This is an optimization exercise on Yosys and OpenROAD, whose aim is small area, not a production implementation. The RTL was checked by simulation tests, not by an equivalence proof against the original design. Power figures rest on the tool's default switching activity, not on a simulated workload.

Design arm_multicycle_core, start of the top module:
module arm_multicycle_core #(
  parameter int          ADDR_W    = 32,
  parameter logic [31:0] RESET_PC  = 32'h0,
  parameter int          SHIFT_EN  = 1,
  parameter int          UNDEF_NOP = 0
) (
  input  logic              clk,
  input  logic              rst_n,
  output logic              o_instr_req,
  output logic [ADDR_W-1:0] o_instr_addr,
  input  logic              i_instr_valid,
  input  logic [31:0]       i_instr,
  output logic              o_mem_req,
  output logic              o_mem_we,
  output logic [ADDR_W-1:0] o_mem_addr,
  output logic [31:0]       o_mem_wdata,
  input  logic              i_mem_ack,
  input  logic [31:0]       i_mem_rdata,
  output logic [ADDR_W-1:0] o_pc,
  output logic [3:0]        o_flags,
  output logic              o_halted
);
  localparam logic [2:0] S_FETCH  = 3'd0;
  localparam logic [2:0] S_DECODE = 3'd1;
  localparam logic [2:0] S_EXEC   = 3'd2;
  localparam logic [2:0] S_MEM    = 3'd3;
  localparam logic [2:0] S_WB     = 3'd4;
  localparam logic [2:0] S_HALT   = 3'd5;
  logic [2:0]  r_state, w_next;
  logic [31:2] r_pc;
  logic [27:0] r_ir;        
  logic [3:0]  r_flags;
  logic [31:0] r_t;
  wire st_fetch  = (r_state == S_FETCH);
  ...
Settings: LEC_CHECK=0, CAP_MARGIN=0, CORE_MARGIN=2, CORE_UTILIZATION=55, PLACE_DENSITY=0.75, SLEW_MARGIN=0; clock period 10.0 ns.
standard.sh (not shown) runs the stock make flow with config.mk's settings and CLKGATE_MAP_FILE= SYNTH_SCRIPT=/design/flow/synth_recipe.tcl, a recipe that flattens the netlist after the stock synthesis.
==> flow/flow/run.sh <==
#!/bin/bash
# Own layout flow: the standard flow (standard.sh) with these changes
# that reduce cell area at the design's clock period and constraints:
#   1. synthesis is the standard synthesis script, except that
#      - ABC maps the combinational logic with an area-oriented script
#        (flow/area.abc) instead of ORFS's speed script,
#      - each module is synthesized separately (SYNTH_HIERARCHICAL 1; the
#        script flattens the result, as the standard synthesis does), and
#      - the register file's read multiplexer (module arm_mc_rdmux) and write
#        positions (arm_mc_wport) are mapped by hand to sky130 cells
#        (flow/rdmux_cells.v, flow/wport_cells.v, from gen/gen_cells.py).
#      Flip-flops are mapped exactly as in the standard synthesis (dfflibmap
#      runs before ABC), with the same names.
#   2. every input and output port still gets a buffer, but a
#      sky130_fd_sc_hd__buf_1 instead of ORFS's default choice.
set -euo pipefail
W=$PWD
F=$W/flow
O=$W/ownflow
mkdir -p "$O"

# ORFS synth.tcl with the ABC script swapped
sed 's#^  log_cmd abc {\*}\$abc_args$#  set abc_args [lreplace $abc_args 1 1 '"$F"'/area.abc]\n  log_cmd abc {*}$abc_args#' \
  "$FLOW_HOME/scripts/synth.tcl" > "$O/orfs_synth.tcl"
grep -q "$F/area.abc" "$O/orfs_synth.tcl"
# The standard flow's synthesis script, sourcing that copy
sed 's#\$::env(SCRIPTS_DIR)/synth.tcl#'"$O"'/orfs_synth.tcl#' "$W/synth_recipe.tcl" > "$O/synth_recipe_area.tcl"
grep -q "$O/orfs_synth.tcl" "$O/synth_recipe_area.tcl"

# replace the two hand-mapped modules right after the design is read
printf 'read_verilog -overwrite %s\nread_verilog -overwrite %s\nhierarchy -check -top %s\n' \
  "$F/rdmux_cells.v" "$F/wport_cells.v" "$FLOW_TOP" > "$O/canon.tcl"

bash "$W/standard.sh" "SYNTH_SCRIPT=$O/synth_recipe_area.tcl" "SYNTH_CANONICALIZE_TCL=$O/canon.tcl" SYNTH_HIERARCHICAL=1 SYNTH_MINIMUM_KEEP_SIZE=0 synth > "$W/synth.log" 2>&1
bash "$W/standard.sh" "SYNTH_SCRIPT=$O/synth_recipe_area.tcl" "SYNTH_CANONICALIZE_TCL=$O/canon.tcl" SYNTH_HIERARCHICAL=1 SYNTH_MINIMUM_KEEP_SIZE=0 \
  "BUFFER_PORTS_ARGS=-buffer_cell sky130_fd_sc_hd__buf_1" \
  "CTS_ARGS=-sink_clustering_enable -repair_clock_nets -sink_clustering_size 16 -sink_clustering_max_diameter 80 -buf_list sky130_fd_sc_hd__clkbuf_8 -dont_use_dummy_load" \
  finish > "$W/layout.log" 2>&1
test -s "$W/out/final.def"
Other scripts of this flow, unchanged in this note and not shown: flow/flow/area.abc, flow/flow/rdmux_cells.v, flow/flow/wport_cells.v
Rerun with:
--- a/flow/design.v
+++ b/flow/design.v
@@ -23,34 +23,36 @@
 module arm_mc_ringrf (
   input  logic        clk,
   input  logic        rst_n,
   input  logic [3:0]  i_nidx,      
   input  logic        i_rdat,      
   input  logic        i_rimm,      
+  input  logic [3:0]  i_bidx,      
   input  logic        i_bchk,      
   input  logic [31:0] i_pc8,
   input  logic [31:0] i_rdata,
   input  logic [31:0] i_imm,
   input  logic        i_wnew,      
+  input  logic [3:0]  i_widx,
   input  logic [31:0] i_wdata,     
   output logic [31:0] o_rp,
   output logic        o_byp        
 );
   logic [31:0] r_ring [0:14];
   logic [1:0]  r_clr;       
   logic [3:0]  r_rot;
   logic        r_pend;
-  logic [3:0]  r_ppos;      
+  logic [3:0]  r_pidx;
   logic [3:0]  r_rpos;      
   function automatic logic [3:0] f_mod15(input logic [3:0] a, input logic [3:0] b, input logic ci);
     logic [4:0] s;
     s = {1'b0, a} + {1'b0, b} + {4'd0, ci};
     if (s >= 5'd15) s = s - 5'd15;
     f_mod15 = s[3:0];
   endfunction
-  assign       o_byp  = i_bchk & r_pend & (r_ppos == r_rpos) & ~i_rimm;
+  assign       o_byp  = i_bchk & r_pend & (r_pidx == i_bidx) & ~i_rimm;
   wire         w_oth  = i_rdat | i_rimm;
   wire         w_r15  = (r_rpos == 4'd15) & ~w_oth;
   wire         w_clr  = (r_clr != 2'd3);
   wire [2:0]   w_cln  = {~w_clr, ~w_clr | r_clr[1], ~w_clr | (r_clr != 2'd0)};
   logic [14:0]  w_sel;
   logic [575:0] w_src;
@@ -63,14 +65,14 @@
     w_src[32*16 +: 32] = i_rdata;
     w_src[32*17 +: 32] = i_imm;
   end
   arm_mc_rdmux u_rd (
     .i_sel({i_rimm, i_rdat, w_r15, w_sel}), .i_d(w_src), .o_y(o_rp)
   );
-  wire [3:0]  w_cpos = r_pend ? r_ppos : r_rpos;
-  wire [3:0]  w_wpos = (w_cpos == 4'd14) ? 4'd0 : w_cpos + 4'd1;
+  wire [3:0]  w_widx = r_pend ? r_pidx : i_widx;
+  wire [3:0]  w_wpos = f_mod15(w_widx, r_rot, 1'b1);
   wire        w_wact = r_pend | i_wnew;
   logic [4:0]  w_we;
   always_comb
     for (int j = 0; j < 5; j++) w_we[j] = w_wact & (w_wpos == 4'(3*j));
   wire  [4:0]  w_keep = ~(w_we | {5{w_clr}});
   logic [159:0] w_wp;
@@ -89,13 +91,13 @@
       if (w_clr) r_clr <= r_clr + 2'd1;
     end
   end
   always_ff @(posedge clk) begin
     r_rot  <= (r_rot >= 4'd14) ? 4'd0 : r_rot + 4'd1;
     r_rpos <= (i_nidx == 4'd15) ? 4'd15 : f_mod15(i_nidx, r_rot, 1'b1);
-    r_ppos <= w_wpos;
+    r_pidx <= i_widx;
     for (int p = 0; p < 15; p++)
       r_ring[p] <= ((p % 3) == 0) ? w_wp[32*(p/3) +: 32] : r_ring[(p + 14) % 15];
   end
 endmodule
 module arm_mc_shift (
   input  logic [31:0] i_x,
@@ -262,15 +264,15 @@
     if (st_fetch)       w_nidx = i_instr[3:0];
     else if (st_decode) w_nidx = w_br ? 4'd15 : w_rn;
     else                w_nidx = w_rd;
   end
   arm_mc_ringrf u_rf (
     .clk(clk), .rst_n(rst_n),
-    .i_nidx(w_nidx), .i_rdat(st_mem & w_s), .i_rimm(w_rimm), .i_bchk(st_decode),
+    .i_nidx(w_nidx), .i_rdat(st_mem & w_s), .i_rimm(w_rimm), .i_bidx(w_rm), .i_bchk(st_decode),
     .i_pc8(w_pc8), .i_rdata(i_mem_rdata), .i_imm(w_imm),
-    .i_wnew(st_wb & (w_rd != 4'd15)), .i_wdata(r_t),
+    .i_wnew(st_wb & (w_rd != 4'd15)), .i_widx(w_rd), .i_wdata(r_t),
     .o_rp(w_rp), .o_byp(w_byp)
   );
   wire w_n = r_flags[3], w_z = r_flags[2], w_c = r_flags[1], w_v = r_flags[0];
   logic w_cond_pass, r_cpass;
   always_comb begin
     case (w_cond)
Hold slack degrades by 11 ps.
Final area goes up slightly.
Sequential power goes down by a few percent.
Worst setup slack improves by 140 ps.
First-iteration DRC count goes down by a few percent.

separate check: timing with driven ports:
In the flow no input, the clock included, has a driving cell. The finished layouts below were timed again as built, in two steps.
Step 1 (the two cells are an assumption about what drives the block):
set clk [get_ports {clk}]
set_driving_cell -lib_cell sky130_fd_sc_hd__clkbuf_16 $clk
set_driving_cell -lib_cell sky130_fd_sc_hd__buf_2 [delete_from_list [all_inputs] $clk]
Step 2 times the ports against the registers' clock, not the clock port: input delays grow and output delays shrink by t, the midpoint of the rising clock arrivals with the driver on.
Three values: ideal ports, drivers, drivers and shift; two values: the first two.
run | t, ns | slack for setup (ns) | hold slack, ns
the first run | 0.692 | 0.544 / 0.544 / 0.544 | 0.285 / 0.285 / 0.285
the second run | 0.682 | 0.682 / 0.682 / 0.682 | 0.275 / 0.275 / 0.275
After both steps setup and hold are still met in every run listed.
